What follows belongs to an exercise in optimizing a design on an open flow for small area, a short achievable clock period and few clock cycles per item; a production flow would make more cautious choices.
At most, simulation tests tie the RTL to the original design; equivalence was not proved.
No functional check of the RTL was part of runs 3 and 4.

<file path="flow/flow/run.sh">
#!/bin/bash
# The standard layout (the standard.sh, unchanged synthesis and steps), with
# one change: the port buffers that placement inserts are plain buf_2 cells
# rather than the delay-cell buffers the resizer picks by default, which later
# repair (restricted to the same cell footprint) cannot resize.
set -euo pipefail
bash standard.sh "BUFFER_PORTS_ARGS=-buffer_cell sky130_fd_sc_hd__buf_2" finish > standard.log 2>&1
</file>
<file path="flow/standard.sh">
#!/bin/bash
# synth_recipe.tcl (not shown) runs the flow's synth.tcl, then flattens the netlist and writes it again
# the make line also repeats each setting of config.mk as NAME=value (left out here)
make -C /OpenROAD-flow-scripts/flow DESIGN_CONFIG=/design/flow/config.mk WORK_HOME=/design/flow/orfs CLKGATE_MAP_FILE= SYNTH_SCRIPT=/design/flow/synth_recipe.tcl "${@:-finish}"
</file>
<file path="flow/config.mk">
export PLATFORM = sky130hd
export DESIGN_NAME = fc_top
export DESIGN_NICKNAME = fc_top
export VERILOG_FILES = /design/flow/design.v
export SDC_FILE = /design/flow/constraint.sdc
export NUM_CORES = 4
export LEC_CHECK = 0
export ABC_CLOCK_PERIOD_IN_PS = 2600
export CAP_MARGIN = 20
export CORE_MARGIN = 2
export CORE_UTILIZATION = 47
export CTS_BUF_LIST = sky130_fd_sc_hd__clkbuf_8 sky130_fd_sc_hd__clkbuf_16
export CTS_CLUSTER_DIAMETER = 80
export CTS_CLUSTER_SIZE = 24
export PLACE_DENSITY = 0.65
export SETUP_SLACK_MARGIN = 3.6
export SLEW_MARGIN = 20
</file>
<file path="flow/constraint.sdc">
create_clock -name core_clock -period 6.0 [get_ports {clk}]
set_input_delay 1.2000 -clock core_clock [delete_from_list [all_inputs] [get_ports {clk}]]
set_output_delay 1.2000 -clock core_clock [all_outputs]
set_load 0.01 [all_outputs]
</file>
<file path="flow/design.v">
`timescale 1ns/1ps
`default_nettype none
package fc_pkg;
  typedef logic signed [8-1:0] act_t;      
  typedef act_t [2-1:0] act_beat_t;         
  typedef logic signed [8-1:0] weight_t;
  typedef weight_t [3-1:0] weight_word_t;      
  typedef logic [3-1:0][8-1:0] lane_vec_t;
  typedef struct packed {
    logic [$clog2((6 / 3))-1:0] group;           
    lane_vec_t [2-1:0]     lanes;           
  } result_t;
  typedef struct packed {
    logic                  en;
    logic [3-1:0] addr;                    
    act_beat_t             data;
  } buf_wr_t;
endpackage
`default_nettype wire
`timescale 1ns/1ps
`default_nettype none
module fc_mul_rows (
  input  logic [7:0]  a,
  input  logic [3:0]  one,
  input  logic [3:0]  two,
  input  logic [7:0]  w,
  output logic [15:0] row_a,
  output logic [15:0] row_b
);
  wire r0_0 = ((one[0] & w[0])) ^ a[1];
  wire r0_1 = ((one[0] & w[1]) | (two[0] & w[0])) ^ a[1];
  wire r0_2 = ((one[0] & w[2]) | (two[0] & w[1])) ^ a[1];
  wire r0_3 = ((one[0] & w[3]) | (two[0] & w[2])) ^ a[1];
  wire r0_4 = ((one[0] & w[4]) | (two[0] & w[3])) ^ a[1];
  wire r0_5 = ((one[0] & w[5]) | (two[0] & w[4])) ^ a[1];
  wire r0_6 = ((one[0] & w[6]) | (two[0] & w[5])) ^ a[1];
  wire r0_7 = ((one[0] & w[7]) | (two[0] & w[6])) ^ a[1];
  wire r0_8 = ((one[0] & w[7]) | (two[0] & w[7])) ^ a[1];
  wire rn0 = ~r0_8;
  wire r1_0 = ((one[1] & w[0])) ^ a[3];
  wire r1_1 = ((one[1] & w[1]) | (two[1] & w[0])) ^ a[3];
  wire r1_2 = ((one[1] & w[2]) | (two[1] & w[1])) ^ a[3];
  wire r1_3 = ((one[1] & w[3]) | (two[1] & w[2])) ^ a[3];
  wire r1_4 = ((one[1] & w[4]) | (two[1] & w[3])) ^ a[3];
  wire r1_5 = ((one[1] & w[5]) | (two[1] & w[4])) ^ a[3];
  wire r1_6 = ((one[1] & w[6]) | (two[1] & w[5])) ^ a[3];
  wire r1_7 = ((one[1] & w[7]) | (two[1] & w[6])) ^ a[3];
  wire r1_8 = ((one[1] & w[7]) | (two[1] & w[7])) ^ a[3];
  wire rn1 = ~r1_8;
  wire r2_0 = ((one[2] & w[0])) ^ a[5];
  wire r2_1 = ((one[2] & w[1]) | (two[2] & w[0])) ^ a[5];
  wire r2_2 = ((one[2] & w[2]) | (two[2] & w[1])) ^ a[5];
  wire r2_3 = ((one[2] & w[3]) | (two[2] & w[2])) ^ a[5];
  wire r2_4 = ((one[2] & w[4]) | (two[2] & w[3])) ^ a[5];
  wire r2_5 = ((one[2] & w[5]) | (two[2] & w[4])) ^ a[5];
  wire r2_6 = ((one[2] & w[6]) | (two[2] & w[5])) ^ a[5];
  wire r2_7 = ((one[2] & w[7]) | (two[2] & w[6])) ^ a[5];
  wire r2_8 = ((one[2] & w[7]) | (two[2] & w[7])) ^ a[5];
  wire rn2 = ~r2_8;
  wire r3_0 = ((one[3] & w[0])) ^ a[7];
  wire r3_1 = ((one[3] & w[1]) | (two[3] & w[0])) ^ a[7];
  wire r3_2 = ((one[3] & w[2]) | (two[3] & w[1])) ^ a[7];
  wire r3_3 = ((one[3] & w[3]) | (two[3] & w[2])) ^ a[7];
  wire r3_4 = ((one[3] & w[4]) | (two[3] & w[3])) ^ a[7];
  wire r3_5 = ((one[3] & w[5]) | (two[3] & w[4])) ^ a[7];
  wire r3_6 = ((one[3] & w[6]) | (two[3] & w[5])) ^ a[7];
  wire r3_7 = ((one[3] & w[7]) | (two[3] & w[6])) ^ a[7];
  wire r3_8 = ((one[3] & w[7]) | (two[3] & w[7])) ^ a[7];
  wire rn3 = ~r3_8;
  wire m1, m2;
  assign {m2, m1} = r0_6 + r1_4;
  wire m3, m4;
  assign {m4, m3} = r0_7 + r1_5;
  wire m5, m6;
  assign {m6, m5} = r0_8 + r1_6;
  wire m7, m8;
  assign {m8, m7} = r0_8 + r1_7;
  wire m9, m10;
  assign {m10, m9} = rn0 + rn1;
  wire m11, m12;
  assign {m12, m11} = r0_4 + r1_2;
  wire m13, m14;
  assign {m14, m13} = r0_5 + r1_3;
  wire m15, m16;
  assign {m16, m15} = m1 + r2_2 + r3_0;
  wire m17, m18;
  assign {m18, m17} = m2 + m3 + r2_3;
  wire m19, m20;
  assign {m20, m19} = m4 + m5 + r2_4;
  wire m21, m22;
  assign {m22, m21} = m6 + m7 + r2_5;
  wire m23, m24;
  assign {m24, m23} = m8 + m9 + r2_6;
  wire m25, m26;
  assign {m26, m25} = m10 + r2_7 + r3_5;
  wire m27, m28;
  assign {m28, m27} = r0_2 + r1_0;
  wire m29, m30;
  assign {m30, m29} = r0_3 + r1_1;
  wire m31, m32;
  assign {m32, m31} = m11 + r2_0 + a[5];
  wire m33, m34;
  assign {m34, m33} = m12 + m13 + r2_1;
  wire m35, m36;
  assign {m36, m35} = m14 + m15 + a[7];
  wire m37, m38;
  assign {m38, m37} = m16 + m17 + r3_1;
  wire m39, m40;
  assign {m40, m39} = m18 + m19 + r3_2;
  wire m41, m42;
  assign {m42, m41} = m20 + m21 + r3_3;
  wire m43, m44;
  assign {m44, m43} = m22 + m23 + r3_4;
  wire m45, m46;
  assign {m46, m45} = m24 + m25 + 1'b1;
  wire m47, m48;
  assign {m48, m47} = m26 + rn2 + r3_6;
  wire m49, m50;
  assign {m50, m49} = r3_7 + 1'b1;
  assign row_a = {1'b0, m50, m48, m46, m44, m42, m40, m38, m36, m34, m32, m30, m28, m27, r0_1, r0_0};
  assign row_b = {1'b0, rn3, m49, m47, m45, m43, m41, m39, m37, m35, m33, m31, m29, a[3], 1'b0, a[1]};
endmodule
module fc_booth_enc (
  input  logic [7:0] a,
  output logic [3:0] one,
  output logic [3:0] two
);
  for (genvar k = 0; k < 4; k++)
  begin : g_dig
    logic lo;
    assign lo     = (k == 0) ? 1'b0 : a[2*k-1];
    assign one[k] = a[2*k] ^ lo;
    assign two[k] = (a[2*k+1] & ~a[2*k] & ~lo) | (~a[2*k+1] & a[2*k] & lo);
  end
endmodule
module fc_acc_add (
  input  logic [18:0] acc,
  input  logic [1:0]  cin,
  input  logic [15:0] row_a,
  input  logic [15:0] row_b,
  output logic [18:0] sum,
  output logic [1:0]  cout
);
  wire s1, s2;
  assign {s2, s1} = acc[0] + row_a[0];
  wire s3, s4;
  assign {s4, s3} = acc[1] + row_a[1];
  wire s5, s6;
  assign {s6, s5} = acc[2] + row_a[2] + row_b[2];
  wire s7, s8;
  assign {s8, s7} = acc[3] + row_a[3] + row_b[3];
  wire s9, s10;
  assign {s10, s9} = acc[4] + row_a[4] + row_b[4];
  wire s11, s12;
  assign {s12, s11} = acc[5] + row_a[5] + row_b[5];
  wire s13, s14;
  assign {s14, s13} = acc[6] + row_a[6] + row_b[6];
  wire s15, s16;
  assign {s16, s15} = acc[7] + row_a[7] + row_b[7];
  wire s17, s18;
  assign {s18, s17} = acc[8] + row_a[8] + row_b[8];
  wire s19, s20;
  assign {s20, s19} = acc[9] + row_a[9] + row_b[9];
  wire s21, s22;
  assign {s22, s21} = acc[10] + row_a[10] + row_b[10];
  wire s23, s24;
  assign {s24, s23} = acc[11] + row_a[11] + row_b[11];
  wire s25, s26;
  assign {s26, s25} = acc[12] + row_a[12] + row_b[12];
  wire s27, s28;
  assign {s28, s27} = acc[13] + row_a[13] + row_b[13];
  wire s29, s30;
  assign {s30, s29} = acc[14] + row_a[14] + row_b[14];
  wire s31, s32;
  assign {s32, s31} = acc[15] + 1'b1;
  wire s33, s34;
  assign {s34, s33} = acc[16] + 1'b1;
  wire s35, s36;
  assign {s36, s35} = acc[17] + 1'b1;
  wire s37, s38;
  assign {s38, s37} = acc[18] + 1'b1;
  wire [18:0] sa = {s36, s34, s32, s30, s28, s26, s24, s22, s20, s18, s16, s14, s12, s10, s8, s6, s4, s2, s1};
  wire [18:0] sb = {s37, s35, s33, s31, s29, s27, s25, s23, s21, s19, s17, s15, s13, s11, s9, s7, s5, s3, row_b[0]};
  assign {cout[0], sum[6:0]} = 8'(sa[6:0]) + 8'(sb[6:0]);
  wire [7:0] g1 = {1'b0, sa[12:7], cin[0]} + {1'b0, sb[12:7], cin[0]};
  assign {cout[1], sum[12:7]} = g1[7:1];
  wire [7:0] g2 = {1'b0, sa[18:13], cin[1]} + {1'b0, sb[18:13], cin[1]};
  assign sum[18:13] = g2[6:1];
endmodule
module fc_acc_value (
  input  logic [18:0] acc,
  input  logic [1:0]  cq,
  output logic [18:0] v
);
  assign v = acc + ((19'(cq[0]) << 7) | (19'(cq[1]) << 13));
endmodule
`default_nettype wire
`timescale 1ns/1ps
`default_nettype none
module fc_top (
  input  logic        clk,
  input  logic        rst_n,
  input  logic        act_valid,
  input  logic [15:0] act_data,
  output logic        act_ready,
  input  logic        weight_valid,
  input  logic [23:0] weight_data,
  output logic        weight_ready,
  output logic        result_valid,
  output logic [48:0] result,
  input  logic        result_ready
);
  logic [15:0] ring [8];        
  logic [2:0]  tk;              
  logic [2:0]  a_idx;           
  logic        a_ahead;         
  logic        wr;
  logic        idle;
  logic [2:0]  m_idx;           
  logic        m_ph;            
  logic        wx;              
  logic        w_last;
  logic [23:0] w_r;
  logic        s1_first, s1_last, s1_ph;
  logic        s1_first_n;      
  logic        s1_v, s1_z;      
  logic        s2_last, s2_ph;
  logic        pend;            
  logic        pend_g;
  logic        res_load;
  assign idle = !a_ahead && (a_idx == 3'd0) && !m_ph && (m_idx == 3'd0);
  assign wr = act_valid && a_rdy;
  assign wx     = weight_valid && !w_rdy_n;
  assign w_last = (m_idx == 3'd7);
  assign res_load = pend && (!result_valid || result_ready);
  always_ff @(posedge clk)
  begin
    ring[0] <= (act_valid && a_rdy_d) ? act_data : ring[7];
    for (int k = 1; k < 8; k++)
      ring[k] <= ring[k-1];
    w_r <= (weight_valid && w_rdy_d) ? weight_data : 24'd0;
  end
  logic [2:0] tk_n, a_idx_n, m_idx_n;
  logic       a_ahead_n, m_ph_n, pend_n, rv_n;
  always_comb
  begin
    tk_n      = (idle && !wr) ? 3'd0 : tk1;
    a_idx_n   = wr ? a1 : a_idx;
    a_ahead_n = a_ahead ^ ((wr && (a_idx == 3'd7)) != (wx && m_ph && w_last));
    m_idx_n   = wx ? m1 : m_idx;
    m_ph_n    = m_ph ^ (wx && w_last);
    pend_n    = s2_last || (pend && !res_load);
    rv_n      = res_load || (result_valid && !result_ready);
  end
  logic [3:0] act_rdy_c, w_rdy_c;
  logic [2:0] tk1, a1, m1;
  always_ff @(posedge clk or negedge rst_n)
  begin
    if (!rst_n)
    begin
      tk1 <= 3'd1;
      a1  <= 3'd1;
      m1  <= 3'd1;
    end
    else
    begin
      tk1 <= (idle && !wr) ? 3'd1 : tk1 + 1'b1;
      if (wr)
        a1 <= a1 + 1'b1;
      if (wx)
        m1 <= m1 + 1'b1;
    end
  end
  for (genvar c = 0; c < 4; c++)
  begin : g_rdy
    localparam bit WR = c[1];
    localparam bit WX = c[0];
    logic [2:0] tk_x, a_idx_x, m_idx_x;
    logic       a_ahead_x, m_ph_x;
    logic [2:0] tkm1_x;    
    always_comb
    begin
      tk_x      = (idle && !WR) ? 3'd0 : tk1;
      tkm1_x    = (idle && !WR) ? 3'd7 : tk;
      a_idx_x   = WR ? a1 : a_idx;
      a_ahead_x = a_ahead ^ ((WR && (a_idx == 3'd7)) != (WX && m_ph && w_last));
      m_idx_x   = WX ? m1 : m_idx;
      m_ph_x    = m_ph ^ (WX && w_last);
    end
    assign act_rdy_c[c] = (tk_x == a_idx_x)
                          && (!a_ahead_x || (m_ph_x && (m_idx_x > a_idx_x)));
    assign w_rdy_c[c]   = (tkm1_x == m_idx_x)
                          && (m_ph_x || a_ahead_x || (a_idx_x > m_idx_x));
  end
  logic act_ready_n;    
  logic a_rdy;          
  logic w_rdy_n;        
  logic a_rdy_d;        
  logic w_rdy_d;        
  logic w_blk;
  assign w_blk = (wx ? w_last : (m_idx == 3'd0))
                 && (s2_last || pend || (result_valid && !result_ready));
  always_ff @(posedge clk or negedge rst_n)
  begin
    if (!rst_n)
    begin
      act_ready_n  <= 1'b0;
      weight_ready <= 1'b0;
      a_rdy        <= 1'b1;
      w_rdy_n      <= 1'b1;
    end
    else
    begin
      act_ready_n  <= !act_rdy_c[{wr, wx}];
      weight_ready <= w_rdy_c[{wr, wx}] && !w_blk;
      a_rdy        <= act_rdy_c[{wr, wx}];
      w_rdy_n      <= !(w_rdy_c[{wr, wx}] && !w_blk);
    end
  end
  always_ff @(posedge clk)
  begin
    a_rdy_d <= act_rdy_c[{wr, wx}];
    w_rdy_d <= w_rdy_c[{wr, wx}] && !w_blk;
  end
  assign act_ready = !act_ready_n;
  always_ff @(posedge clk or negedge rst_n)
  begin
    if (!rst_n)
    begin
      tk           <= '0;
      a_idx        <= '0;
      a_ahead      <= 1'b0;
      m_idx        <= '0;
      m_ph         <= 1'b0;
      s1_first     <= 1'b0;
      s1_last      <= 1'b0;
      s2_last      <= 1'b0;
      pend         <= 1'b0;
      result_valid <= 1'b0;
    end
    else
    begin
      tk           <= tk_n;
      a_idx        <= a_idx_n;
      a_ahead      <= a_ahead_n;
      m_idx        <= m_idx_n;
      m_ph         <= m_ph_n;
      s1_first     <= wx && (m_idx == 3'd0);
      s1_last      <= wx && w_last;
      s2_last      <= s1_last;
      pend         <= pend_n;
      result_valid <= rv_n;
    end
  end
  always_ff @(posedge clk)
  begin
    s1_ph      <= m_ph;
    s1_first_n <= !(wx && (m_idx == 3'd0));
    s1_v       <= wx;
    s1_z       <= (m_idx == 3'd0);
    s2_ph <= s1_ph;
    if (s2_last)
      pend_g <= s2_ph;
  end
  localparam int NCUT = 2;    
  logic [41:0] res_q;
  logic        res_g;
  for (genvar b = 0; b < 2; b++)
  begin : g_img
    logic [3:0] one_n, two_n, one_r, two_r;
    fc_booth_enc u_enc (
      .a   (ring[0][8*b +: 8]),
      .one (one_n),
      .two (two_n)
    );
    always_ff @(posedge clk)
    begin
      one_r <= one_n;
      two_r <= two_n;
    end
    for (genvar j = 0; j < 3; j++)
    begin : g_lane
      logic [15:0] row_a, row_b;
      logic [15:0] p_a, p_b;        
      logic [18:0] acc;
      logic [18:0] sum;
      logic        clr_l;           
      fc_mul_rows u_mul (
        .a     (ring[1][8*b +: 8]),
        .one   (one_r),
        .two   (two_r),
        .w     (w_r[8*j +: 8]),
        .row_a (row_a),
        .row_b (row_b)
      );
      localparam int L = 3 * b + j;
      logic clr_q;
      if (L == 0)
      begin : g_c0
        always_ff @(posedge clk) clr_q <= s1_first;
        assign clr_l = clr_q;
      end
      else if (L == 1)
      begin : g_c1
        always_ff @(posedge clk) clr_q <= !s1_first;
        assign clr_l = !clr_q;
      end
      else if (L == 2)
      begin : g_c2
        always_ff @(posedge clk) clr_q <= s1_first_n;
        assign clr_l = !clr_q;
      end
      else if (L == 3)
      begin : g_c3
        always_ff @(posedge clk) clr_q <= !s1_first_n;
        assign clr_l = clr_q;
      end
      else if (L == 4)
      begin : g_c4
        always_ff @(posedge clk) clr_q <= s1_v && s1_z;
        assign clr_l = clr_q;
      end
      else
      begin : g_c5
        always_ff @(posedge clk) clr_q <= !(s1_v && s1_z);
        assign clr_l = !clr_q;
      end
      logic [NCUT-1:0] cq, cout;
      logic [18:0]     accv;
      fc_acc_add u_add (
        .acc   (clr_l ? 19'd0 : acc),
        .cin   (clr_l ? NCUT'(0) : cq),
        .row_a (p_a),
        .row_b (p_b),
        .sum   (sum),
        .cout  (cout)
      );
      fc_acc_value u_val (
        .acc (acc),
        .cq  (cq),
        .v   (accv)
      );
      always_ff @(posedge clk)
      begin
        p_a <= row_a;
        p_b <= row_b;
        acc <= sum;
        cq  <= cout;
        if (res_load)
          res_q[7*(3*b+j) +: 7] <= accv[18] ? 7'd0
                                 : (|accv[17:11]) ? 7'd127
                                 : accv[10:4];
      end
    end
  end
  always_ff @(posedge clk)
  begin
    if (res_load)
      res_g <= pend_g;
  end
  assign result = {res_g,
                   1'b0, res_q[35 +: 7], 1'b0, res_q[28 +: 7], 1'b0, res_q[21 +: 7],
                   1'b0, res_q[14 +: 7], 1'b0, res_q[ 7 +: 7], 1'b0, res_q[ 0 +: 7]};
endmodule
`default_nettype wire
</file>
==> impl_metrics.csv, run 1 <==
group,metric,value,unit
status,status,"timing/DRC/antenna clean",
finish,n_fill_cell,5066,
global_routing,grt_pass1_wl,94.85,mm
global_routing,grt_max_degree,33,
floorplan,num_rows,88,
finish,postLayoutCellArea,30630,um^2
global_routing,track_usage,0.1961,
yosys,yosys_most_used_dff,"dfxtp_1",
critical_path,crit_fanout,1,
timing,max_freq,419.8,MHz
clocking,cts.clk_slew.worst_paths,0.09,ns
detailed_routing,antenna_left,0,
yosys,yosysUniqueCellTypes,65,
yosys,synth_top_cell_area_share,0.3388,
place,gp_congestion,0.8308,
detailed_routing,vias,17650,
clocking,clock_latency,0.58,ns
detailed_routing,post_drt_wl_per_cell,17.37,um
timing,tightest_slew,0.9674,ns
critical_path,path_buf_inv,1,
place,post-place-ws,2.822,ns
detailed_routing,drc,0,
detailed_routing,drt-initial-drc-count,1010,
clocking,cts_tree,"yes",
clocking,holdBufCountCts,0,
detailed_routing,viasPerCell,5.182,
clocking,clk_path_buf_depth,3,
critical_path,endpoint_kind,"output pin",
critical_path,crit_arrival,1.18,ns
timing,fin_worst_skew,0.02652,ns
clocking,root_buffer,"clkbuf_16",
critical_path,crit_type,"reg2out",
detailed_routing,drtPass1Iterations,5,
finish,synthToLayoutAreaGrowth,10.99,%
floorplan,initial_core_util,0.4765,
finish,nets,3051,
place,placed_area,28550,um^2
timing,max-slew-margin-rel,0.3535,
critical_path,worstPathCellList,"buf_6",
clocking,htree_levels,2,
floorplan,die_area,60660,um^2
finish,drive_above_1_share,0.1438,
clocking,cts.sinks,540,
floorplan,coreArea,57920,um^2
yosys,avgSynthCellArea,10.80,um^2
place,numPortBuffers,90,
floorplan,die_h,246.3,um
yosys,synth_area_leaders,"dfxtp_1 34%, fa_1 13%, ha_1 9.7%",
timing,finalCritPeriodShare,0.3970,
yosys,synth.most_common_cell,"dfxtp_1",
timing,rsz0062_at_grt,"true",
timing,drv_slew,0,
yosys,synth_edf_count,44,
global_routing,grt_pass1_vias,18110,
place,dp_hpwl,41.18,mm
critical_path,slowest_stage,"edfxtp_1",
global_routing,overflow,0,
floorplan,io_pins,97,
timing,finalSetupViolCount,0,
critical_path,crit_family,"flip-flops",
global_routing,antenna_found_initial,2,
finish,diodes,0,
yosys,ys_seq_area_frac,0.4132,
critical_path,crit_path_start_kind,"flop",
yosys,ys_ff_latch,540,
yosys,ys_warn_count,3,
timing,setup_tns,0,ns
clocking,cts_made_buffers,34,
yosys,synth_cells,2556,
yosys,synth_common_cells,"467 x dfxtp_1, 301 x inv_1, 267 x xnor2_1",
critical_path,cp_data_required_time,4.80,ns
critical_path,crit_path_max_incr_delay,0.45,ns
yosys,synth_top_area_cell,"dfxtp_1",
timing,fin_crit,2.382,ns
floorplan,die_x,246.3,um
timing,finalHoldViolCount,0,
yosys,synth_async_sr_flop_share,0.05370,
timing,setup_slack,3.618,ns
yosys,syn-cell-area,27590,um^2
detailed_routing,totalWireLength,59.17,mm
worst_hold_path,hold_path_class,"reg2reg",
flow_run,drv_cap,0,
[through the flow]
step	hold slack (ns)	util	instances
2_1_floorplan	0.3096	-	2561
3_3_place_gp	0.3103	0.4930	3290
3_5_place_dp	0.3121	0.4930	3290
4_1_cts	0.3191	0.5191	3377
5_1_grt	0.3189	0.5288	3407
6_report	0.3227	0.5288	3407
[sequential cells by signal, indices dropped and copies added, names as in the netlist, 3 cells and up]
name	count
res_q	42
m_idx	3
g_img.g_lane.cq	12
g_img.g_lane.clr_q	6
g_img.two_r	8
g_img.g_lane.acc	114
g_img.one_r	6
g_img.g_lane.p_a	90
a1	3
tk	3
tk1	3
m1	3
a_idx	3
ring	128
g_img.g_lane.p_b	72
w_r	24
[cell usage in the layout (no fill, tap or decap), drive strengths merged, types with 7 or more instances in the layout]
cell / instances
o21a: 48
nand3: 17
nand2: 107
nand2b: 23
a21oi: 90
mux2: 25
a22oi: 169
dfxtp: 467
nor4: 7
xnor2: 267
clkbuf: 40
o21bai: 24
o21ai: 70
dfrtp: 24
nand3b: 7
ha: 214
inv: 320
xor2: 83
fa: 174
nor2: 24
nor2b: 48
buf: 156
a21o: 29
and2: 44
and3: 34
a31oi: 10
edfxtp: 44
[logic make-up (layout without fill, tap and decap cells)]
kind of cell	Yosys count	after routing	share of synthesized area
fa+ha+maj	388	388	0.2233
mux	26	26	0.01056
compound gates	474	474	0.1153
other cells	1	6	0.0001359
xor+xnor	350	350	0.1111
buf+inv	444	525	0.06221
simple gates	333	333	0.06425
flops	540	540	0.4132
[routing by layer]
layer | part of all wire | track usage | up-vias
li1 | - | - | 8535
met1 | 0.47 | 0.2737 | 8623
met2 | 0.44 | 0.3088 | 412
met3 | 0.057 | 0.03573 | 84
met4 | 0.026 | 0.06201 | 0
met5 | 0 | 0 | -
[final cells by class]
| type | count | area, um^2 | area share |
|---|---|---|---|
| Clock inverter | 24 | 221.5 | 0.007231 |
| Multi-Input combinational cell | 1577 | 14800 | 0.4833 |
| Sequential cell | 540 | 11540 | 0.3769 |
| Timing Repair Buffer | 160 | 1044 | 0.03407 |
| Inverter | 305 | 1167 | 0.03812 |
| Tap cell | 765 | 957.2 | 0.03125 |
| Clock buffer | 36 | 889.6 | 0.02905 |
[repair_timing]
action | CTS | global route
cloned | 0 | 0
resized for setup | 91 | 99
setup buffers | 27 | 30
endpoints found under the setup margin | 154 | 85
pin swaps | 12 | 35
[final timing paths]
path                            slack (ns)  cells past startpoint                           endpoint                      start
worst max register to register        3.64                      6  g_img[0].g_lane[1].p_b[8]$_DFF_P_  g_img[0].two_r[1]$_DFF_P_
min in group asynchronous             0.65                      1                  a1[1]$_DFFE_PN0P_                      rst_n
worst min register to register        0.32                      0                 ring[4][6]$_DFF_P_         ring[3][6]$_DFF_P_
worst max-delay path                  3.62                      1                         result[48]            res_g$_DFFE_PP_
max in group asynchronous             4.91                      1              act_ready_n$_DFF_PN0_                      rst_n
worst min-delay path                  0.32                      0                 ring[4][6]$_DFF_P_         ring[3][6]$_DFF_P_
Testbench counts, summed over its fixed seeds: cycles 5,160, vectors 320.
==> run 2, diff against run 1 <==
==> flow/run.sh (new file) <==
#!/bin/bash
# synth_recipe.tcl (not shown) runs the flow's synth.tcl, then flattens the netlist and writes it again
# the make line also repeats each setting of config.mk as NAME=value (left out here)
make -C /OpenROAD-flow-scripts/flow DESIGN_CONFIG=/design/flow/config.mk WORK_HOME=/design/flow/orfs CLKGATE_MAP_FILE= SYNTH_SCRIPT=/design/flow/synth_recipe.tcl finish
--- a/flow/config.mk
+++ b/flow/config.mk
@@ -10,3 +10,3 @@
 export CORE_MARGIN = 2
-export CORE_UTILIZATION = 47
+export CORE_UTILIZATION = 40
 export CTS_BUF_LIST = sky130_fd_sc_hd__clkbuf_8 sky130_fd_sc_hd__clkbuf_16
@@ -14,3 +14,3 @@
 export CTS_CLUSTER_SIZE = 24
-export PLACE_DENSITY = 0.65
+export PLACE_DENSITY = 0.6
 export SETUP_SLACK_MARGIN = 3.6
removed: flow/flow/run.sh
removed: flow/standard.sh
==> run 2 against run 1 <==
Net effect:
- still clean
- die area rose by 17%
- critical path depth stayed put
- core utilization shrank 7.2 points
- first-iteration DRC count up 0.59%
- clock-buffer cell count fell by 3
- clock skew down 0.0030 ns
- synthesized cell count did not move
- non-clock buffer count up 25
- critical path type unchanged
- largest cell class unchanged
==> impl_metrics.csv, run 2 <==
group,metric,value,unit
clocking,cts.sinks,540,
yosys,synth_top_cell_area_share,0.3388,
worst_hold_path,whs_path_depth,0,
critical_path,crit_fanout,1,
critical_path,r2r_end,"g_img[0].g_lane[2].p_b[10]$_DFF_P_",
floorplan,coreArea,68470,um^2
yosys,synth_area_leaders,"dfxtp_1 34%, fa_1 13%, ha_1 9.7%",
yosys,ys_seq_area_frac,0.4132,
clocking,cts_made_buffers,31,
timing,finalCritPeriodShare,0.4073,
finish,regMostFlops,"ring",
critical_path,crit_type,"reg2out",
yosys,synth_async_sr_flop_share,0.05370,
critical_path,worstPathCellList,"buf_2",
timing,finalHoldViolCount,0,
floorplan,io_pins,97,
detailed_routing,viasPerCell,5.025,
clocking,root_buffer,"clkbuf_16",
finish,synthToLayoutAreaGrowth,13.26,%
detailed_routing,drtPass1Iterations,5,
critical_path,r2r_cells,9,
detailed_routing,post_drt_wl_per_cell,17.76,um
critical_path,slowest_stage,"edfxtp_1",
yosys,avgSynthCellArea,10.80,um^2
critical_path,r2r_slack,3.62,ns
worst_hold_path,min-delay-start,"ring[2][6]$_DFF_P_",
yosys,ys_ff_latch,540,
critical_path,cp_data_required_time,4.80,ns
timing,setup_tns,0,ns
yosys,synth_common_cells,"467 x dfxtp_1, 301 x inv_1, 267 x xnor2_1",
detailed_routing,drc,0,
yosys,yosysUniqueCellTypes,65,
critical_path,crit_path_max_incr_delay,0.45,ns
finish,drive_above_1_share,0.1415,
timing,rsz0062_at_grt,"true",
floorplan,die_area,71100,um^2
floorplan,initial_core_util,0.4030,
yosys,synth_cells,2556,
timing,fin_worst_skew,0.02349,ns
clocking,cts.clk_slew.worst_paths,0.10,ns
finish,nets,3073,
place,gp_congestion,0.8070,
timing,finalSetupViolCount,0,
yosys,ys_warn_count,3,
critical_path,crit_arrival,1.24,ns
detailed_routing,antenna_left,0,
detailed_routing,totalWireLength,62.90,mm
detailed_routing,vias,17790,
global_routing,antenna_found_initial,0,
timing,max-slew-margin-rel,0.5400,
yosys,yosys_most_used_dff,"dfxtp_1",
global_routing,grt_pass1_vias,18410,
critical_path,path_buf_inv,1,
flow_run,drv_cap,0,
finish,postLayoutCellArea,31250,um^2
global_routing,track_usage,0.1741,
timing,fin_crit,2.444,ns
clocking,htree_levels,1,
detailed_routing,drt-initial-drc-count,1016,
place,numPortBuffers,90,
floorplan,die_x,266.7,um
yosys,syn-cell-area,27590,um^2
floorplan,die_h,266.7,um
clocking,clock_latency,0.63,ns
clocking,clk_path_buf_depth,3,
clocking,holdBufCountCts,0,
floorplan,num_rows,96,
global_routing,grt_max_degree,34,
yosys,synth_edf_count,44,
worst_hold_path,holdPathEnd,"ring[3][6]$_DFF_P_",
global_routing,overflow,0,
critical_path,crit_path_start_kind,"flop",
timing,max_freq,409.2,MHz
clocking,cts_tree,"yes",
finish,n_fill_cell,6396,
status,status,"timing/DRC/antenna clean",
finish,reg_top3,"ring: 128 flops, g_img.g_lane.acc: 114 flops, g_img.g_lane.p_a: 90 flops",
global_routing,grt_pass1_wl,98.59,mm
finish,layout_common_cells,"423 x dfxtp_1, 298 x inv_1, 267 x xnor2_1",
critical_path,timing.rr.start,"ring[1][0]$_DFF_P_",
yosys,synth.most_common_cell,"dfxtp_1",
place,placed_area,29190,um^2
place,dp_hpwl,43.18,mm
critical_path,endpoint_kind,"output pin",
finish,layout.cells.most_common,"dfxtp_1",
timing,tightest_slew,0.6891,ns
critical_path,crit_family,"flip-flops",
yosys,synth_top_area_cell,"dfxtp_1",
finish,largest_reg_flops,128,
worst_hold_path,hold_path_class,"reg2reg",
timing,drv_slew,0,
[run 2: cell type report]
cell class / count / area [um^2] / share of cell area
Tap cell: 882 / 1104 / 0.03531
Antenna cell: 1 / 2.502 / 0.00008007
Sequential cell: 540 / 11530 / 0.3690
Clock inverter: 18 / 180.2 / 0.005765
Clock buffer: 33 / 814.5 / 0.02606
Multi-Input combinational cell: 1577 / 14900 / 0.4766
Timing Repair Buffer: 185 / 1556 / 0.04980
Inverter: 305 / 1166 / 0.03731
[run 2: how the worst max path moves through the flow]
stage,startpoint,endpoint,slack (ns),cells after the start
2_1_floorplan,g_img[1].g_lane[0].clr_q$_DFF_P_,g_img[1].g_lane[0].cq[1]$_DFF_P_,3.60,11
3_3_place_gp,weight_valid,weight_ready$_DFF_PN0_,2.15,8
3_5_place_dp,weight_valid,weight_ready$_DFF_PN0_,2.06,7
4_1_cts,res_q[15]$_SDFFCE_PP0P_,result[17],3.52,1
5_1_grt,g_img[0].g_lane[2].clr_q$_DFF_P_,g_img[0].g_lane[2].acc[18]$_DFF_P_,3.48,12
6_report,res_q[15]$_SDFFCE_PP0P_,result[17],3.56,1
[run 2: what timing repair did]
item / 4_1_cts / 5_1_grt
setup buffers: 28 / 48
pin swaps: 8 / 57
cloned: 0 / 1
resized for setup: 275 / 141
setup endpoints to repair: 255 / 132
[run 2: kinds of logic after synthesis]
group,synth area share
other,0.0001359
and+or+nand+nor,0.06425
DFF,0.4132
AOI/OAI and AO/OA,0.1153
xor gates and xnor gates,0.1111
muxes,0.01056
adders and majority gates,0.2233
buffers and inverters,0.06221
[run 2: stage by stage]
stage	setup WS (ns)	utilization	hold slack, ns	instances
after detailed placement	2.059	0.4263	0.3121	3412
after CTS	3.523	0.4435	0.3115	3491
after global placement	2.148	0.4263	0.3107	3412
after floorplan	3.600	-	0.3096	2561
after global routing	3.479	0.4565	0.3128	3540
final	3.556	0.4565	0.3081	3541
[run 2: per-layer routing]
metal	vias up	GRT usage	wire length, um	share of wire
met5	-	0	0	0
met4	0	0.05603	1715	0.027
met3	93	0.02353	2762	0.044
met2	344	0.2925	29690	0.47
met1	8791	0.2317	28730	0.46
li1	8564	-	-	-
[run 2: worst reg2reg max path, stage by stage, from the launching register on]
cell and delay, ns:
dfxtp_4 0.41, buf_4 0.14, o21ai_1 0.07, xnor2_1 0.27
inv_1 0.08, ha_1 0.28, inv_1 0.04, fa_1 0.47
inv_1 0.05, fa_1 0.44
==> run 3, diff against run 2 <==
--- a/flow/design.v
+++ b/flow/design.v
@@ -137,3 +137,3 @@
   input  logic [18:0] acc,
-  input  logic [1:0]  cin,
+  input  logic [2:0]  cin,
   input  logic [15:0] row_a,
@@ -141,3 +141,3 @@
   output logic [18:0] sum,
-  output logic [1:0]  cout
+  output logic [2:0]  cout
 );
@@ -183,7 +183,9 @@
   wire [18:0] sb = {s37, s35, s33, s31, s29, s27, s25, s23, s21, s19, s17, s15, s13, s11, s9, s7, s5, s3, row_b[0]};
-  assign {cout[0], sum[6:0]} = 8'(sa[6:0]) + 8'(sb[6:0]);
-  wire [7:0] g1 = {1'b0, sa[12:7], cin[0]} + {1'b0, sb[12:7], cin[0]};
-  assign {cout[1], sum[12:7]} = g1[7:1];
-  wire [7:0] g2 = {1'b0, sa[18:13], cin[1]} + {1'b0, sb[18:13], cin[1]};
-  assign sum[18:13] = g2[6:1];
+  assign {cout[0], sum[4:0]} = 6'(sa[4:0]) + 6'(sb[4:0]);
+  wire [6:0] g1 = {1'b0, sa[9:5], cin[0]} + {1'b0, sb[9:5], cin[0]};
+  assign {cout[1], sum[9:5]} = g1[6:1];
+  wire [6:0] g2 = {1'b0, sa[14:10], cin[1]} + {1'b0, sb[14:10], cin[1]};
+  assign {cout[2], sum[14:10]} = g2[6:1];
+  wire [5:0] g3 = {1'b0, sa[18:15], cin[2]} + {1'b0, sb[18:15], cin[2]};
+  assign sum[18:15] = g3[4:1];
 endmodule
@@ -191,6 +193,6 @@
   input  logic [18:0] acc,
-  input  logic [1:0]  cq,
+  input  logic [2:0]  cq,
   output logic [18:0] v
 );
-  assign v = acc + ((19'(cq[0]) << 7) | (19'(cq[1]) << 13));
+  assign v = acc + ((19'(cq[0]) << 5) | (19'(cq[1]) << 10) | (19'(cq[2]) << 15));
 endmodule
@@ -364,3 +366,3 @@
   end
-  localparam int NCUT = 2;    
+  localparam int NCUT = 3;    
   logic [41:0] res_q;
==> flow/flow/run.sh (new file) <==
#!/bin/bash
# The standard layout (the standard.sh, unchanged synthesis and steps), with
# one change: the port buffers that placement inserts are plain buf_2 cells
# rather than the delay-cell buffers the resizer picks by default, which later
# repair (restricted to the same cell footprint) cannot resize.
set -euo pipefail
bash standard.sh "BUFFER_PORTS_ARGS=-buffer_cell sky130_fd_sc_hd__buf_2" finish > standard.log 2>&1
==> flow/standard.sh (new file) <==
#!/bin/bash
# synth_recipe.tcl (not shown) runs the flow's synth.tcl, then flattens the netlist and writes it again
# the make line also repeats each setting of config.mk as NAME=value (left out here)
make -C /OpenROAD-flow-scripts/flow DESIGN_CONFIG=/design/flow/config.mk WORK_HOME=/design/flow/orfs CLKGATE_MAP_FILE= SYNTH_SCRIPT=/design/flow/synth_recipe.tcl "${@:-finish}"
removed: flow/run.sh
==> run 3 against run 2 <==
Net effect:
- still clean on timing, DRC and antenna
- critical path depth grew 8
- clock-buffer cell count rose by 4
- fmax increased by 1.6%
- cell area up 2.6%
- synthesized cell count up 2.2%
- via count increased by 3.7%
- core utilization increased by 0.15 points
- critical endpoint is now g_img[1].g_lane[2].p_b[7]$_DFF_P_
- largest cell class unchanged
==> impl_metrics.csv, run 3 <==
group,metric,value,unit
timing,fin_crit,2.406,ns
place,dp_hpwl,42.72,mm
finish,synthToLayoutAreaGrowth,13.26,%
timing,hold_slack,0.3247,ns
yosys,synth_cells,2613,
yosys,synth_common_cells,"473 x dfxtp_1, 283 x xnor2_1, 275 x inv_1",
clocking,cts_tree,"yes",
critical_path,crit_type,"reg2reg",
place,gp_congestion,0.8260,
yosys,avgSynthCellArea,10.84,um^2
finish,diodes,0,
yosys,yosysUniqueCellTypes,70,
yosys,synth_top_area_cell,"dfxtp_1",
global_routing,antenna_found_initial,0,
critical_path,crit_path_max_incr_delay,0.55,ns
global_routing,overflow,0,
timing,fin_worst_skew,0.02499,ns
yosys,ys_warn_count,3,
floorplan,die_x,270.1,um
yosys,syn-cell-area,28320,um^2
timing,rsz0062_at_grt,"true",
yosys,ys_seq_area_frac,0.4069,
yosys,synth.most_common_cell,"dfxtp_1",
place,dp_cells,3527,
timing,finalCritPeriodShare,0.4009,
timing,setup_slack,3.594,ns
floorplan,io_pins,97,
finish,reg_top3,"ring: 128 flops, g_img.g_lane.acc: 114 flops, g_img.g_lane.p_a: 90 flops",
finish,layout_common_cells,"433 x dfxtp_1, 278 x xnor2_1, 269 x inv_1",
timing,setup_tns,0,ns
place,post-place-ws,2.863,ns
critical_path,crit_arrival,2.95,ns
detailed_routing,post_drt_wl_per_cell,17.38,um
yosys,ys_ff_latch,546,
detailed_routing,antenna_left,0,
finish,largest_reg_flops,128,
yosys,synth_async_sr_flop_share,0.05311,
timing,tightest_slew,0.8668,ns
floorplan,die_h,270.1,um
clocking,cts.clk_slew.worst_paths,0.09,ns
floorplan,coreArea,70030,um^2
global_routing,grt_max_degree,44,
timing,drv_slew,0,
flow_run,drv_cap,0,
critical_path,slowest_stage,"fa_1",
floorplan,die_area,72940,um^2
status,status,"timing/DRC/antenna clean",
finish,instances_no_fill,3658,
global_routing,track_usage,0.1697,
finish,n_fill_cell,6520,
timing,max_freq,415.7,MHz
critical_path,endpoint_kind,"flop",
critical_path,r2r_slack,3.59,ns
clocking,root_buffer,"clkbuf_16",
finish,nets,3139,
critical_path,crit_fanout,5,
timing,max-slew-margin-rel,0.4213,
clocking,clock_latency,0.59,ns
detailed_routing,drt-initial-drc-count,1091,
clocking,clk_path_buf_depth,3,
finish,layout.cells.most_common,"dfxtp_1",
detailed_routing,viasPerCell,5.046,
place,numPortBuffers,90,
detailed_routing,totalWireLength,63.59,mm
critical_path,crit_path_start_kind,"flop",
yosys,synth_edf_count,44,
detailed_routing,drtPass1Iterations,6,
global_routing,grt_pass1_vias,19240,
timing,finalSetupViolCount,0,
clocking,cts_made_buffers,36,
critical_path,worstPathCellList,"buf_12 > buf_6 > a22oi_2 > xnor2_1 > ha_1 > inv_2 > fa_1 > inv_2 > fa_2",
clocking,cts.sinks,546,
clocking,holdBufCountCts,0,
critical_path,cpMostUsedCell,"inv_2",
yosys,synth_top_cell_area_share,0.3344,
detailed_routing,drc,0,
yosys,yosys_most_used_dff,"dfxtp_1",
clocking,htree_levels,2,
worst_hold_path,hold_path_class,"reg2reg",
critical_path,cp_data_required_time,6.54,ns
global_routing,grt_pass1_wl,100.1,mm
finish,drive_above_1_share,0.1475,
floorplan,num_rows,97,
timing,finalHoldViolCount,0,
detailed_routing,vias,18460,
floorplan,initial_core_util,0.4044,
yosys,synth_area_leaders,"dfxtp_1 33%, fa_1 13%, ha_1 9.7%",
finish,regMostFlops,"ring",
==> run 3: metrics by stage <==
| step | util | area [um^2] |
|---|---|---|
| 2_1_floorplan | - | 28430 |
| 3_3_place_gp | 0.4221 | 29560 |
| 3_5_place_dp | 0.4221 | 29560 |
| 4_1_cts | 0.4468 | 31290 |
| 5_1_grt | 0.4580 | 32070 |
| 6_report | 0.4580 | 32070 |
==> run 3: final cells by class <==
cell class,count,area (um^2),area share
clock inverters,25,376.6,0.01174
inverters,278,1052,0.03281
multi-input cells,1653,15550,0.4847
flip-flops and latches,546,11650,0.3631
clock buffers,37,914.6,0.02852
well taps,940,1176,0.03667
repair buffers,179,1361,0.04244
==> run 3: path summary, 6_finish.rpt <==
kind,start,end,cells past startpoint
setup / recovery,ring[1][8]$_DFF_P_,g_img[1].g_lane[2].p_b[7]$_DFF_P_,9
hold / removal,ring[1][2]$_DFF_P_,ring[2][2]$_DFF_P_,0
setup reg to reg,ring[1][8]$_DFF_P_,g_img[1].g_lane[2].p_b[7]$_DFF_P_,9
hold reg to reg,ring[1][2]$_DFF_P_,ring[2][2]$_DFF_P_,0
max in group asynchronous,rst_n,s1_last$_DFF_PN0_,1
min in group asynchronous,rst_n,a1[1]$_DFFE_PN0P_,1
==> run 3: cells by family after synthesis <==
| logic type | Yosys count | synth area share |
|---|---|---|
| other | 1 | 0.0001324 |
| adder cells (fa/ha/maj) | 400 | 0.2245 |
| XOR/XNOR | 373 | 0.1154 |
| AND/OR/NAND/NOR | 369 | 0.07113 |
| AO/OA/AOI/OAI | 479 | 0.1152 |
| flip-flops | 546 | 0.4069 |
| multiplexers | 26 | 0.01029 |
| buffers and inverters | 419 | 0.05655 |
==> run 3: timing repair <==
item | CTS | global route
buffers inserted | 27 | 37
gates resized for setup | 77 | 97
cloned | 0 | 5
endpoints found under the setup margin | 179 | 84
hold endpoints to repair | 0 | 0
pin swaps | 12 | 35
==> run 3: per-layer routing <==
| metal | vias to the layer above | global-route usage | part of all wire |
|---|---|---|---|
| li1 | 8839 | - | - |
| met1 | 9144 | 0.2259 | 0.45 |
| met2 | 401 | 0.2902 | 0.48 |
| met3 | 74 | 0.02365 | 0.053 |
| met4 | 0 | 0.04240 | 0.019 |
| met5 | - | 0 | 0 |
==> run 3: worst max-delay path: cells and delay by family (launching register included) <==
| family | cells | cell delay, ns |
|---|---|---|
| AOI/OAI and AO/OA | 1 | 0.18 |
| adders and majority gates | 3 | 1.34 |
| DFF | 1 | 0.37 |
| buffers and inverters | 4 | 0.35 |
| xor gates and xnor gates | 1 | 0.10 |
==> run 4, diff against run 3 <==
--- a/flow/design.v
+++ b/flow/design.v
@@ -137,3 +137,3 @@
   input  logic [18:0] acc,
-  input  logic [2:0]  cin,
+  input  logic [1:0]  cin,
   input  logic [15:0] row_a,
@@ -141,3 +141,3 @@
   output logic [18:0] sum,
-  output logic [2:0]  cout
+  output logic [1:0]  cout
 );
@@ -183,16 +183,7 @@
   wire [18:0] sb = {s37, s35, s33, s31, s29, s27, s25, s23, s21, s19, s17, s15, s13, s11, s9, s7, s5, s3, row_b[0]};
-  assign {cout[0], sum[4:0]} = 6'(sa[4:0]) + 6'(sb[4:0]);
-  wire [6:0] g1 = {1'b0, sa[9:5], cin[0]} + {1'b0, sb[9:5], cin[0]};
-  assign {cout[1], sum[9:5]} = g1[6:1];
-  wire [6:0] g2 = {1'b0, sa[14:10], cin[1]} + {1'b0, sb[14:10], cin[1]};
-  assign {cout[2], sum[14:10]} = g2[6:1];
-  wire [5:0] g3 = {1'b0, sa[18:15], cin[2]} + {1'b0, sb[18:15], cin[2]};
-  assign sum[18:15] = g3[4:1];
-endmodule
-module fc_acc_value (
-  input  logic [18:0] acc,
-  input  logic [2:0]  cq,
-  output logic [18:0] v
-);
-  assign v = acc + ((19'(cq[0]) << 5) | (19'(cq[1]) << 10) | (19'(cq[2]) << 15));
+  assign {cout[0], sum[6:0]} = 8'(sa[6:0]) + 8'(sb[6:0]);
+  wire [7:0] g1 = {1'b0, sa[12:7], cin[0]} + {1'b0, sb[12:7], cin[0]};
+  assign {cout[1], sum[12:7]} = g1[7:1];
+  wire [7:0] g2 = {1'b0, sa[18:13], cin[1]} + {1'b0, sb[18:13], cin[1]};
+  assign sum[18:13] = g2[6:1];
 endmodule
@@ -366,3 +357,3 @@
   end
-  localparam int NCUT = 3;    
+  localparam int NCUT = 2;    
   logic [41:0] res_q;
@@ -430,3 +421,2 @@
       logic [NCUT-1:0] cq, cout;
-      logic [18:0]     accv;
       fc_acc_add u_add (
@@ -439,7 +429,23 @@
       );
-      fc_acc_value u_val (
-        .acc (acc),
-        .cq  (cq),
-        .v   (accv)
-      );
+      logic [3:0] v_mid;           
+      logic       c11;
+      logic [7:0] h;
+      logic       h_m4, h_m1, h_m5;  
+      logic       v_neg, v_zero;   
+      logic [6:0] q;
+      assign {c11, v_mid} = {1'b0, acc[10:7]} + cq[0];
+      assign h    = acc[18:11];
+      assign h_m4 = &h[7:2];
+      assign h_m1 = h_m4 && h[1] && h[0];
+      assign h_m5 = (h == 8'b1111_1011);
+      always_comb
+      begin
+        case ({cq[1], c11})
+          2'b00:   begin v_neg = h[7];                    v_zero = (h == 8'd0);          end
+          2'b01:   begin v_neg = h[7] && !h_m1;           v_zero = h_m1;                 end
+          2'b10:   begin v_neg = h[7] && !h_m4;           v_zero = (h == 8'b1111_1100);  end
+          default: begin v_neg = h[7] && !(h_m4 || h_m5); v_zero = h_m5;                 end
+        endcase
+        q = v_neg ? 7'd0 : !v_zero ? 7'd127 : {v_mid, acc[6:4]};
+      end
       always_ff @(posedge clk)
@@ -451,5 +457,3 @@
         if (res_load)
-          res_q[7*(3*b+j) +: 7] <= accv[18] ? 7'd0
-                                 : (|accv[17:11]) ? 7'd127
-                                 : accv[10:4];
+          res_q[7*(3*b+j) +: 7] <= q;
       end
--- a/flow/config.mk
+++ b/flow/config.mk
@@ -15,3 +15,3 @@
 export PLACE_DENSITY = 0.6
-export SETUP_SLACK_MARGIN = 3.6
+export SETUP_SLACK_MARGIN = 3.55
 export SLEW_MARGIN = 20
==> run 4 against run 3 <==
Net effect:
- still clean
- critical path depth increased by 2
- sequential cell count is 6 lower
- non-clock buffer count down 15
- register-to-register slack worse by 0.05 ns
- via count grew 0.24%
- fmax fell by 2.0%
- area after synthesis grew 0.46%
- hold slack got worse by 0.014 ns
- synthesized cell count is 2.8% higher
==> impl_metrics.csv, run 4 <==
group,metric,value,unit
floorplan,io_pins,97,
clocking,cts_made_buffers,35,
yosys,synth_edf_count,44,
yosys,synth_area_leaders,"dfxtp_1 33%, fa_1 12%, ha_1 10%",
global_routing,antenna_found_initial,3,
timing,hold_slack,0.3105,ns
timing,fin_crit,2.455,ns
yosys,avgSynthCellArea,10.59,um^2
yosys,synth.most_common_cell,"dfxtp_1",
detailed_routing,drtPass1Iterations,5,
critical_path,crit_path_start_kind,"flop",
global_routing,grt_pass1_wl,98.80,mm
yosys,ys_warn_count,3,
finish,diodes,0,
critical_path,cpMostUsedCell,"fa_2",
timing,drv_slew,0,
finish,fin_util,0.4563,
clocking,clock_latency,0.59,ns
detailed_routing,vias,18500,
place,placed_area,29650,um^2
floorplan,initial_core_util,0.4049,
finish,postLayoutCellArea,32060,um^2
timing,rsz0062_at_grt,"true",
timing,finalCritPeriodShare,0.4092,
yosys,synth_cells,2686,
timing,setup_tns,0,ns
detailed_routing,wl_met2,28.81,mm
global_routing,grt_pass1_vias,19100,
finish,instances_no_fill,3719,
clocking,cts_tree,"yes",
floorplan,coreArea,70270,um^2
finish,synthToLayoutAreaGrowth,12.70,%
clocking,clk_path_buf_depth,3,
timing,tightest_slew,1.063,ns
yosys,yosys_most_used_dff,"dfxtp_1",
status,status,"timing/DRC/antenna clean",
yosys,syn-cell-area,28450,um^2
finish,nets,3206,
detailed_routing,antenna_left,0,
worst_hold_path,hold_path_class,"reg2reg",
clocking,cts.clk_slew.worst_paths,0.09,ns
yosys,yosysUniqueCellTypes,68,
finish,regMostFlops,"ring",
place,numPortBuffers,90,
critical_path,crit_fanout,7,
clocking,cts.sinks,540,
yosys,ys_ff_latch,540,
critical_path,cp_data_required_time,6.50,ns
finish,layout_common_cells,"423 x dfxtp_1, 303 x inv_1, 242 x xnor2_1",
detailed_routing,maxUsedRoutingLayer,"met5",
critical_path,crit_arrival,2.95,ns
detailed_routing,post_drt_wl_per_cell,16.62,um
global_routing,overflow,0,
yosys,synth_top_area_cell,"dfxtp_1",
place,dp_cells,3599,
critical_path,worstPathCellList,"buf_6 > and2_4 > fa_2 > inv_2 > fa_2 > nor2b_4 > o21ai_2 > a21boi_2 > buf_4 > o211a_1 > a2111oi_4",
place,dp_hpwl,43.52,mm
clocking,root_buffer,"clkbuf_16",
flow_run,drv_cap,0,
global_routing,grt_max_degree,44,
detailed_routing,dr_wl_met3,2.600,mm
critical_path,slowest_stage,"fa_2",
timing,finalSetupViolCount,0,
detailed_routing,wl_met1,29.28,mm
detailed_routing,viasPerCell,4.975,
critical_path,crit_type,"reg2reg",
floorplan,die_area,73270,um^2
finish,drive_above_1_share,0.1547,
yosys,synth_common_cells,"467 x dfxtp_1, 311 x inv_1, 242 x xnor2_1",
timing,max_freq,407.3,MHz
finish,layout.cells.most_common,"dfxtp_1",
detailed_routing,totalWireLength,61.80,mm
floorplan,num_rows,97,
timing,finalHoldViolCount,0,
critical_path,crit_path_max_incr_delay,0.40,ns
timing,max-slew-margin-rel,0.2895,
finish,reg_top3,"ring: 128 flops, g_img.g_lane.acc: 114 flops, g_img.g_lane.p_a: 90 flops",
floorplan,die_x,270.7,um
finish,largest_reg_flops,128,
floorplan,die_h,270.7,um
timing,fin_worst_skew,0.02873,ns
yosys,synth_top_cell_area_share,0.3286,
critical_path,endpoint_kind,"flop",
yosys,ys_seq_area_frac,0.4008,
yosys,synth_async_sr_flop_share,0.05370,
detailed_routing,drt-initial-drc-count,967,
detailed_routing,drc,0,
place,gp_congestion,0.8138,
global_routing,track_usage,0.1657,
clocking,htree_levels,2,
==> run 4: cell types whose count changed in the layout (fill, tap and decap cells not counted), moves of 16 or more <==
cell     change
nor2_1      +43
a21oi_1     -35
xor2_1      -16
inv_1       +34
o21a_1      +45
a21o_1      -37
fa_1        -19
xnor2_1     -36
==> run 4: cell type report <==
cell class / count / area [um^2]
clock buffers: 37 / 925.9
clock inverters: 24 / 284.0
fillers: 6452 / 38210
inverters: 313 / 1180
multi-input cells: 1701 / 15900
flip-flops and latches: 540 / 11530
well taps: 940 / 1176
repair buffers: 164 / 1062
==> run 4: stage by stage <==
step	setup slack (ns)
global placement	3.002
CTS	3.444
finish	3.545
global route	3.459
detailed placement	2.880
floorplan	3.486
==> run 4: cells by family after synthesis <==
family,count (synthesis),share of synthesized area
flip-flops,540,0.4008
AO/OA/AOI/OAI,478,0.1153
AND/OR/NAND/NOR,458,0.08673
buffers and inverters,450,0.06118
adder cells (fa/ha/maj),412,0.2266
XOR/XNOR,315,0.09697
multiplexers,32,0.01231
other,1,0.0001318
==> run 4: path summary, 6_finish.rpt <==
check	from	endpoint	slack (ns)	cells after the start
setup / recovery	g_img[0].g_lane[2].clr_q$_DFF_P_	g_img[0].g_lane[2].acc[18]$_DFF_P_	3.54	11
hold / removal	ring[5][8]$_DFF_P_	ring[6][8]$_DFF_P_	0.31	0
setup reg to reg	g_img[0].g_lane[2].clr_q$_DFF_P_	g_img[0].g_lane[2].acc[18]$_DFF_P_	3.54	11
hold reg to reg	ring[5][8]$_DFF_P_	ring[6][8]$_DFF_P_	0.31	0
max in group asynchronous	rst_n	m1[1]$_DFFE_PN0P_	4.94	1
min in group asynchronous	rst_n	s1_last$_DFF_PN0_	0.63	1
==> run 4: layer usage <==
layer,global-route usage,vias up
met2,0.2745,331
met3,0.02370,63
met1,0.2274,9058
met4,0.04202,2
li1,-,9048
met5,0,-
==> run 4: worst max-delay path: cells and delay by family, from the launching register on <==
kind                       cells  cell delay (ns)
adders and majority gates      2             0.63
DFF                            1             0.39
AOI/OAI and AO/OA              4             0.80
and+or+nand+nor                2             0.19
buffers and inverters          3             0.36
==> run 4: what timing repair did <==
action,CTS,global route
pin swaps,19,46
hold buffers,0,0
setup buffers,28,31
endpoints found under the setup margin,162,102
resized for setup,113,137

-- separate check: timing with driven ports --
Ports are ideal in the flow. The routed layouts listed here were re-timed in OpenROAD.
Step 1: set_driving_cell puts a clkbuf_16 on clk and a buf_2 on each other input, an assumption about the parent block.
Step 2 moves the port delays by t, midway between the first and last clock arrival at a register: inputs arrive t later, outputs are due t later. That takes back most of the time a late clock gives input paths.
Three values: ideal, step 1, step 2; two values: the first two.
| run | t, ns | setup WS [ns] | worst setup path after step 2 | worst register clock-pin slew, ns | cell pins on the clock port's net |
|---|---|---|---|---|---|
| run 1 | 0.627 | 3.618 / 3.558 / 3.127 | input to register | 0.09 / 0.09 | 1 |
| run 2 | 0.682 | 3.556 / 3.496 / 3.033 | input to register | 0.10 / 0.10 | 1 |
| run 3 | 0.646 | 3.594 / 3.547 / 3.147 | input to register | 0.09 / 0.09 | 1 |
| run 4 | 0.641 | 3.545 / 3.545 / 3.102 | input to register | 0.09 / 0.09 | 1 |
After both steps setup and hold are still met in every run listed. The setup slack of run 2, which loses most, moves by -0.060 ns with the drivers and by -0.523 ns with both steps.
